What follows belongs to an exercise in optimizing a design on an open flow for a short achievable clock period and few clock cycles per item; a production flow would make more cautious choices.
RTL that was checked went through simulation tests only; none was proved equivalent to the original.
The clock input has no modelled driver; a real chip could not lean on it and would need a root buffer or a full tree.

==> exp/ember <==
Design exe_top, start of the top module:
module exe_top (
        input  logic                                clk,
        input  logic                                reset_n,
        input  logic                                in_req_i,
        output logic                                in_ack_o,
        input  logic [31:0]                         instr_i,
        input  logic [exe_pkg::XLEN-1:0]            pc_i,
        input  logic [exe_pkg::XLEN-1:0]            rs1_i,
        input  logic [exe_pkg::XLEN-1:0]            rs2_i,
        output logic                                res_req_o,
        input  logic                                res_ack_i,
        output logic [exe_pkg::REG_ADDR_W-1:0]      rd_addr_o,
        output logic                                write_rd_o,
        output logic [exe_pkg::XLEN-1:0]            result_o,
        output logic                                branch_taken_o,
        output logic [exe_pkg::XLEN-1:0]            branch_target_o
);
        logic                   v0, v1, v2, v3, v4;
        logic                   ack_q;           
        logic                   req_q;           
        logic                   done;            
        logic [1:0]             q_v;             
        logic                   q_wp;
        logic                   q_rp;
        logic                   q_full;          
        exe_pkg::raw_rec_t      raw_in;
        exe_pkg::raw_rec_t      s0;
        exe_pkg::dec_rec_t      dec_d, s1;
        exe_pkg::ex1_rec_t      ex1_d, s2;
        exe_pkg::ex2_rec_t      ex2_d, s3;
        exe_pkg::ex3_rec_t      ex3_d, s4;
        exe_pkg::out_rec_t      out_d, out_q;
        exe_pkg::out_rec_t      q_mem0, q_mem1;
        localparam int DEC_W = $bits(s1);
        localparam int EX1_W = $bits(s2);
        localparam int EX2_W = $bits(s3);
        localparam int EX3_W = $bits(s4);
        always_ff @(posedge clk or negedge reset_n) begin
  ...
Settings: LEC_CHECK=0, ABC_CLOCK_PERIOD_IN_PS=1500, CAP_MARGIN=20, CORE_MARGIN=2, CORE_UTILIZATION=40, SETUP_SLACK_MARGIN=4.7, SLEW_MARGIN=20, TNS_END_PERCENT=100; clock period 7.0 ns.
standard.sh (not shown) runs the stock make flow with config.mk's settings and CLKGATE_MAP_FILE= SYNTH_SCRIPT=/design/flow/synth_recipe.tcl, a recipe that flattens the netlist after the stock synthesis.
==> flow/flow/run.sh <==
#!/bin/bash
# The standard layout (standard.sh: ORFS synthesis to final), except
# that the clock tree comes from flow/ctree.tcl, hooked into ORFS's CTS
# step through PRE_CTS_TCL: the clock port feeds four root buffers, each
# root feeds a group of leaf buffers, each leaf about 22 flip-flops.
# standard.sh's own output goes to standard.log in this folder.
set -euo pipefail
here=$(pwd)
export PRE_CTS_TCL="$here/flow/pre_cts.tcl"
bash standard.sh > "$here/standard.log" 2>&1
Other scripts of this flow, unchanged in this note and not shown: flow/flow/ctree.tcl, flow/flow/pre_cts.tcl
==> exp/pepper: changes against exp/ember <==
--- a/flow/design.v
+++ b/flow/design.v
@@ -18,26 +18,16 @@
         localparam logic [2:0] BR_BNE  = 3'b001;
         localparam logic [2:0] BR_BLT  = 3'b100;
         localparam logic [2:0] BR_BGE  = 3'b101;
         localparam logic [2:0] BR_BLTU = 3'b110;
         localparam logic [2:0] BR_BGEU = 3'b111;
         localparam int C1 = 11;
         localparam int C2 = 22;
         typedef struct packed {
-                logic                    is_op;
-                logic                    is_op_imm;
-                logic                    is_br;
-                logic                    is_lui;
-                logic                    is_auipc;
-                logic                    sub;      
-                logic                    rev;      
-        } pre_t;
-        typedef struct packed {
-                pre_t                    pre;
                 logic [31:0]             instr;
                 logic [XLEN-1:0]         pc;
                 logic [XLEN-1:0]         rs1;
                 logic [XLEN-1:0]         rs2;
         } raw_rec_t;
         typedef struct packed {
                 logic                    is_alu;
                 logic                    is_br;
@@ -91,36 +81,16 @@
                 logic [REG_ADDR_W-1:0]   rd;
                 logic                    wr;
                 logic [XLEN-1:0]         result;
                 logic                    taken;
                 logic [XLEN-1:0]         target;
         } out_rec_t;
 endpackage
 `timescale 1ns/100ps
-module op_predecode (
-        input  logic [31:0]         instr_i,
-        output exe_pkg::pre_t       pre_o
-);
-        logic [6:0]                 opcode;
-        logic [2:0]                 funct3;
-        assign opcode = instr_i[6:0];
-        assign funct3 = instr_i[14:12];
-        always_comb begin
-                pre_o.is_op     = (opcode == exe_pkg::OPC_OP);
-                pre_o.is_op_imm = (opcode == exe_pkg::OPC_OP_IMM);
-                pre_o.is_br     = (opcode == exe_pkg::OPC_BRANCH);
-                pre_o.is_lui    = (opcode == exe_pkg::OPC_LUI);
-                pre_o.is_auipc  = (opcode == exe_pkg::OPC_AUIPC);
-                pre_o.sub       = pre_o.is_br | ((pre_o.is_op | pre_o.is_op_imm) &
-                                  ((pre_o.is_op & instr_i[30] & (funct3 == exe_pkg::ALU_ADD_SUB)) |
-                                   (funct3[2:1] == 2'b01)));
-                pre_o.rev       = (pre_o.is_op | pre_o.is_op_imm) & (funct3 == exe_pkg::ALU_SLL);
-        end
-endmodule
 module operand_decode (
         input  exe_pkg::raw_rec_t   raw_i,
         output exe_pkg::dec_rec_t   rec_o
 );
         logic [6:0]                 opcode;
         logic [2:0]                 funct3;
         logic [exe_pkg::XLEN-1:0]   imm_i;
         logic [exe_pkg::XLEN-1:0]   imm_b;
@@ -133,37 +103,40 @@
         logic                       is_auipc;
         logic                       sub;
         assign opcode = raw_i.instr[6:0];
         assign funct3 = raw_i.instr[14:12];
         assign imm_i = {{20{raw_i.instr[31]}}, raw_i.instr[31:20]};
         assign imm_b = {{20{raw_i.instr[31]}}, raw_i.instr[7], raw_i.instr[30:25],
                         raw_i.instr[11:8], 1'b0};
         assign imm_u = {raw_i.instr[31:12], 12'd0};
-        assign is_op     = raw_i.pre.is_op;
-        assign is_op_imm = raw_i.pre.is_op_imm;
-        assign is_br     = raw_i.pre.is_br;
-        assign is_auipc  = raw_i.pre.is_auipc;
+        assign is_op     = (opcode == exe_pkg::OPC_OP);
+        assign is_op_imm = (opcode == exe_pkg::OPC_OP_IMM);
+        assign is_br     = (opcode == exe_pkg::OPC_BRANCH);
+        assign is_auipc  = (opcode == exe_pkg::OPC_AUIPC);
         assign y   = is_op_imm ? imm_i : raw_i.rs2;
-        assign sub = raw_i.pre.sub;
+        assign sub = is_br | ((is_op | is_op_imm) &
+                     ((is_op & raw_i.instr[30] & (funct3 == exe_pkg::ALU_ADD_SUB)) |
+                      (funct3[2:1] == 2'b01)));
         always_comb begin
                 for (int i = 0; i < 32; i++) begin
                         x_rev[i] = raw_i.rs1[31-i];
                 end
         end
         always_comb begin
                 rec_o.ctl.is_alu = is_op | is_op_imm;
                 rec_o.ctl.is_br  = is_br;
-                rec_o.ctl.is_up  = raw_i.pre.is_lui | is_auipc;
+                rec_o.ctl.is_up  = (opcode == exe_pkg::OPC_LUI) || is_auipc;
                 rec_o.ctl.funct3 = funct3;
                 rec_o.ctl.alt    = raw_i.instr[30] & (is_op |
                                    (is_op_imm & (funct3 == exe_pkg::ALU_SRL_SRA)));
                 rec_o.ctl.rd     = raw_i.instr[11:7];
                 rec_o.sub        = sub;
-                rec_o.x          = raw_i.pre.rev ? x_rev : raw_i.rs1;
+                rec_o.x          = ((is_op | is_op_imm) & (funct3 == exe_pkg::ALU_SLL))
+                                   ? x_rev : raw_i.rs1;
                 rec_o.yx         = y ^ {32{sub}};
                 rec_o.pa         = (is_br | is_auipc) ? raw_i.pc : 32'd0;
                 rec_o.pb         = is_br ? imm_b : imm_u;
         end
 endmodule
 `timescale 1ns/100ps
 module pipe_slot #(
         parameter int W = 8
@@ -339,18 +312,16 @@
         input  logic                                res_ack_i,
         output logic [exe_pkg::REG_ADDR_W-1:0]      rd_addr_o,
         output logic                                write_rd_o,
         output logic [exe_pkg::XLEN-1:0]            result_o,
         output logic                                branch_taken_o,
         output logic [exe_pkg::XLEN-1:0]            branch_target_o
 );
         logic                   v0, v1, v2, v3, v4;
-        logic                   ack_q;           
-        logic                   req_q;           
         logic                   done;            
         logic [1:0]             q_v;             
         logic                   q_wp;
         logic                   q_rp;
         logic                   q_full;          
         exe_pkg::raw_rec_t      raw_in;
         exe_pkg::raw_rec_t      s0;
         exe_pkg::dec_rec_t      dec_d, s1;
@@ -361,28 +332,22 @@
         exe_pkg::out_rec_t      q_mem0, q_mem1;
         localparam int DEC_W = $bits(s1);
         localparam int EX1_W = $bits(s2);
         localparam int EX2_W = $bits(s3);
         localparam int EX3_W = $bits(s4);
         always_ff @(posedge clk or negedge reset_n) begin
                 if (!reset_n) begin
                         in_ack_o <= 1'b0;
-                        ack_q    <= 1'b0;
                         v0       <= 1'b0;
                 end else begin
                         in_ack_o <= in_ack_o ? in_req_i : (in_req_i & ~v0);
-                        ack_q    <= ack_q ? in_req_i : (in_req_i & ~v0);
-                        v0       <= v0 ? v1 : (in_req_i & ~ack_q);
+                        v0       <= v0 ? v1 : (in_req_i & ~in_ack_o);
                 end
         end
-        op_predecode u_predecode (
-                .instr_i (instr_i),
-                .pre_o   (raw_in.pre)
-        );
         assign raw_in.instr = instr_i;
         assign raw_in.pc    = pc_i;
         assign raw_in.rs1   = rs1_i;
         assign raw_in.rs2   = rs2_i;
         always_ff @(posedge clk) begin
                 if (!v0) begin
                         s0 <= raw_in;
                 end
@@ -439,24 +404,23 @@
                 .valid_o      (v4),
                 .data_o       (s4)
         );
         alu_select u_sel (
                 .rec_i (s4),
                 .rec_o (out_d)
         );
         assign q_full = q_v[q_wp];
-        assign done   = req_q & res_ack_i;
+        assign done   = res_req_o & res_ack_i;
         always_ff @(posedge clk or negedge reset_n) begin
                 if (!reset_n) begin
                         q_v       <= 2'b00;
                         q_wp      <= 1'b0;
                         q_rp      <= 1'b0;
                         res_req_o <= 1'b0;
-                        req_q     <= 1'b0;
                 end else begin
                         if (v4 && !q_v[0] && !q_wp) begin
                                 q_v[0] <= 1'b1;
                         end else if (done && !q_rp) begin
                                 q_v[0] <= 1'b0;
                         end
                         if (v4 && !q_v[1] && q_wp) begin
                                 q_v[1] <= 1'b1;
@@ -465,17 +429,16 @@
                         end
                         if (v4 && !q_v[q_wp]) begin
                                 q_wp <= ~q_wp;
                         end
                         if (done) begin
                                 q_rp <= ~q_rp;
                         end
                         res_req_o <= res_req_o ? ~res_ack_i : (q_v[q_rp] & ~res_ack_i);
-                        req_q     <= req_q ? ~res_ack_i : (q_v[q_rp] & ~res_ack_i);
                 end
         end
         always_ff @(posedge clk) begin
                 if (!q_v[0] && !q_wp) begin
                         q_mem0 <= out_d;
                 end
                 if (!q_v[1] && q_wp) begin
                         q_mem1 <= out_d;
- CORE_UTILIZATION: 40 -> 55
==> flow_metrics.py <==
metrics = {
    "finish": {
        "multi_input_area_share": 0.239,
        "sh_seq_area": 0.634,
        "multi_input_area_sq_um": 9800,
    },
    "run_status": {
        "status": "complete, no violations",
    },
    "setup_path": {
        "cp_num_buf_inv": 2,
        "ff2ff_setup_slack_ns": 4.63,
        "r2r-start": "u_s1.data_o[64]",
    },
    "yosys": {
        "synth-xor-area-share": 0.0178,
    },
    "worst_hold_path": {
        "hold_end": "u_s4.data_o[54]",
    },
    "floorplanning": {
        "die_x_um": 306,
        "dieArea_sq_um": 93500,
        "chipHeight_um": 306,
    },
    "sta": {
        "worst_slack_ns": 4.63,
    },
    "global_route": {
        "grt_use_total": 0.173,
    },
}
the above is filed under exp/ember

==> flow_metrics.py <==
metrics = {
    "floorplanning": {
        "dieArea_sq_um": 68400,
        "die_x_um": 261,
    },
    "setup_path": {
        "r2r-start": "s0[98]",
        "cp_num_buf_inv": 1,
    },
    "yosys": {
        "synth.cell_area_sq_um": 36500,
        "ys_seq_area_frac": 0.710,
    },
    "finish": {
        "drive_gt1_frac": 0.140,
        "multi_input_area_sq_um": 9860,
        "multi_input_area_share": 0.243,
    },
    "sta": {
        "worst_slack_ns": 4.68,
        "holdWs_ns": 0.415,
    },
    "run_status": {
        "status": "complete, no violations",
    },
    "worst_hold_path": {
        "hold_end": "u_s4.data_o[42]",
    },
    "global_route": {
        "grt_use_total": 0.225,
    },
}
the above is filed under exp/pepper

Testbench counts of exp/pepper, summed over its fixed seeds: cycles 36,072, items 18,000.
Function not checked in exp/ember: the RTL went through the layout flow alone. No run of this note takes its clock network from TritonCTS; it comes from the design's own scripts or RTL.

[afterwards: timing with drivers on the ports]
No port has a modelled driver above. Below, the same layouts with a new extraction and two added sets of constraints. Step 1: set_driving_cell puts a clkbuf_16 on clk and a buf_2 on each other input, an assumption about the parent block. Step 2, shift: input delay + t, output delay - t, t = (earliest + latest rising clock arrival at the registers) / 2. This alone moves slack from input paths to output paths. a / b / c = no drivers / after step 1 / after step 2; a / b = the first two.
run | shift t [ns] | setup slack, ns | latest minus earliest clock arrival (ns)
exp/ember | 0.562 | 4.625 / 4.504 / 4.326 | 0.055 / 0.055
exp/pepper | 0.550 | 4.682 / 4.548 / 4.629 | 0.069 / 0.069
After both steps setup and hold are still met in every run listed. The setup slack of exp/ember, which loses most, moves by -0.121 ns with the drivers and by -0.299 ns with both steps.
